This design comes from an exercise in tuning for a short achievable clock period and few clock cycles on the open sky130 flow, not from production work. Only simulation tests tie the RTL to the original design; equivalence was not proved. Power and IR drop assume default switching activity.

## cpu_core
module cpu_core (
  input  logic        clk,
  input  logic        arst_n_i,
  input  logic        bus_stall_i,
  output logic        inst_sram_en_o,
  output logic [31:0] inst_sram_addr_o,
  input  logic [31:0] inst_sram_rdata_i,
  output logic        data_sram_en_o,
  output logic [3:0]  data_sram_wen_o,
  output logic [31:0] data_sram_addr_o,
  output logic [31:0] data_sram_wdata_o,
  input  logic [31:0] data_sram_rdata_i,
  output logic [31:0] debug_wb_pc_o,
  output logic [3:0]  debug_wb_rf_wen_o,
  output logic [4:0]  debug_wb_rf_wnum_o,
  output logic [31:0] debug_wb_rf_wdata_o
);
clock: 9.5 ns
lec_check: 0
cap_margin: 20
core_margin: 2
core_utilization: 30
slew_margin: 20
synth_hierarchical: 1
synth_minimum_keep_size: 0
standard.sh (not shown) runs the stock make flow with config.mk's settings and CLKGATE_MAP_FILE= SYNTH_SCRIPT=/design/flow/synth_recipe.tcl, a recipe that flattens the netlist after the stock synthesis.
==> flow/flow/run.sh <==
#!/bin/bash
# The standard layout (standard.sh, with its synthesis unchanged; the
# hierarchical synthesis is set in config.mk) with settings changed for how
# the layout is made; the SDC is not touched:
# - timing repair aims at a shorter clock than the SDC's (setup margin),
#   without gate cloning (clones added late can overload a net's slew),
# - the ports get buf_8 buffers instead of the default small buffer.
# Each ORFS step writes its own log under orfs/logs; make's output goes to
# standard.log.
set -euo pipefail
bash standard.sh SETUP_SLACK_MARGIN=6.5 SKIP_GATE_CLONING=1 \
  "BUFFER_PORTS_ARGS=-buffer_cell sky130_fd_sc_hd__buf_8" \
  finish > standard.log 2>&1
Testbench counts at the start, summed over its fixed seeds: cycles 113,183.
==> next run, changes <==
--- a/flow/design.v
+++ b/flow/design.v
@@ -216,33 +216,29 @@
   assign s_jal     = (s_op == 6'h03);
   assign s_mem     = s_load || s_store;
   assign s_uses_rs = (s_rok && !s_sll) || (s_op == 6'h09) || (s_op == 6'h0c) || (s_op == 6'h0d) ||
                      (s_op == 6'h04) || (s_op == 6'h05);
   assign s_uses_rt = s_rok || s_store || (s_op == 6'h04) || (s_op == 6'h05);
   assign s_writes  = s_rok || (s_op == 6'h09) || (s_op == 6'h0c) || (s_op == 6'h0d) ||
                      (s_op == 6'h0f) || s_load || s_jal;
   assign s_dest    = s_rok ? r_ir[15:11] : (s_jal ? 5'd31 : r_ir[20:16]);
   assign s_wreg    = s_writes && (s_dest != 5'd0);
   always_comb begin
     for (int k = 0; k < 32; k++) begin
-      s_rs_oh[k] = (r_rs == k[4:0]);
-      s_rt_oh[k] = (r_rt == k[4:0]);
+      s_rs_oh[k] = (r_ir[25:21] == k[4:0]);
+      s_rt_oh[k] = (r_ir[20:16] == k[4:0]);
     end
   end
   assign r_take = !r_v || d_take;
-  logic r_ld;
-  assign r_ld = run && r_take;
-  always_ff @(posedge clk) begin
-    r_rs <= ({5{r_ld}} & src_ir[25:21]) | ({5{!r_ld}} & r_ir[25:21]);
-    r_rt <= ({5{r_ld}} & src_ir[20:16]) | ({5{!r_ld}} & r_ir[20:16]);
-  end
+  assign r_rs   = r_ir[25:21];
+  assign r_rt   = r_ir[20:16];
   always_ff @(posedge clk or negedge arst_n_i) begin
     if (!arst_n_i) begin
       r_v <= 1'b0;
     end else if (run) begin
       if (redirect) begin
         r_v <= 1'b0;
       end else if (r_take) begin
         r_v <= src_v;
       end
     end
   end
@@ -458,30 +454,24 @@
     data_sram_wdata_o <= ({32{run}} & rq_wdata) | ({32{!run}} & q_wdata_h);
     if (run) begin
       q_addr_h  <= ag_sum;
       q_wen_h   <= rq_wen;
       q_wdata_h <= rq_wdata;
     end
   end
   logic        e_v, e_br, e_bne, e_pred, e_back;
   logic        e_lw, e_sx;
   logic [3:0]  e_lsel;
   logic        e_s_add, e_s_sub, e_as, e_s_and, e_s_or, e_s_xor, e_s_slt, e_s_sltu, e_s_sll;
-  logic [3:0]  e_sh8, e_sh8_h, e_sh8_n;    
-  logic [7:0]  e_sh1, e_sh1_h, e_sh1_n;    
-  assign e_sh8_n = 4'b0001 << d_ir[10:9];
-  assign e_sh1_n = 8'b00000001 << d_ir[8:6];
-  always_ff @(posedge clk) begin
-    e_sh8 <= ({4{run}} & e_sh8_n) | ({4{!run}} & e_sh8_h);
-    e_sh1 <= ({8{run}} & e_sh1_n) | ({8{!run}} & e_sh1_h);
-  end
+  logic [3:0]  e_sh8;    
+  logic [7:0]  e_sh1;    
   logic [9:0]  e_pc, e_tgt, e_fall;
   always_ff @(posedge clk or negedge arst_n_i) begin
     if (!arst_n_i) begin
       e_v    <= 1'b0;
       e_wreg <= 1'b0;
       e_load <= 1'b0;
       e_br   <= 1'b0;
     end else if (run) begin
       e_v    <= go;
       e_wreg <= go && d_wreg;
       e_load <= go && d_load;
@@ -497,24 +487,24 @@
       e_lw     <= o_lw;
       e_sx     <= o_lb;
       e_lsel   <= 4'b0001 << ag_sum[1:0];
       e_s_add  <= d_add;
       e_s_sub  <= f_subu;
       e_s_and  <= f_and | o_andi;
       e_s_or   <= f_or | o_ori;
       e_s_xor  <= f_xor;
       e_s_slt  <= f_slt;
       e_s_sltu <= f_sltu;
       e_s_sll  <= f_sll;
-      e_sh8_h  <= e_sh8_n;
-      e_sh1_h  <= e_sh1_n;
+      e_sh8    <= 4'b0001 << d_ir[10:9];
+      e_sh1    <= 8'b00000001 << d_ir[8:6];
       e_pc     <= d_pc;
       e_tgt    <= d_tgt;
       e_fall   <= d_fall;
     end
   end
   logic [32:0] e_s33;
   logic [31:0] e_sum, e_sll_v, e_oth;
   logic        e_cout, e_lt, e_ltu, e_eq, e_taken;
   assign e_s33   = {1'b0, e_a} + {1'b0, e_y};
   assign e_sum   = e_s33[31:0];
   assign e_cout  = e_s33[32];
- area after synthesis shrinks slightly
- maximum frequency shrinks slightly
- cell area grows by a few percent
- cell count grows slightly
- total power shrinks by a little under a tenth
- first-iteration DRC count grows by a few percent
- hold slack loses 0.0041 ns
- die area shrinks slightly
- global-route usage grows by 0.86 points
- setup slack loses 0.011 ns
Testbench counts after the change, summed over its fixed seeds: cycles 113,183.

static timing again, ports no longer ideal:
Ports are ideal in the flow. The routed layouts listed here were re-timed in OpenROAD. Step 1 assumes that a clkbuf_16 drives the clock port and a buf_2 every other input. Step 2 also shifts input and output timing later by t, the mid clock arrival at the registers, as if the neighbouring blocks saw the same clock. a / b / c = ideal / step 1 / step 2; a / b = the first two.
run	t (ns)	setup slack, ns	worst setup path at the end	worst register clock-pin slew, ns	worst slew at a driven data input, ns
the first run	0.972	6.036 / 5.990 / 5.280	input to register	0.07 / 0.07	0.16
the second run	0.978	6.025 / 6.013 / 5.184	input to register	0.07 / 0.07	0.20
After both steps setup and hold are still met in every run listed. For the second run, which loses most, drivers alone change the setup slack by -0.012 ns; drivers and shift together by -0.841 ns.
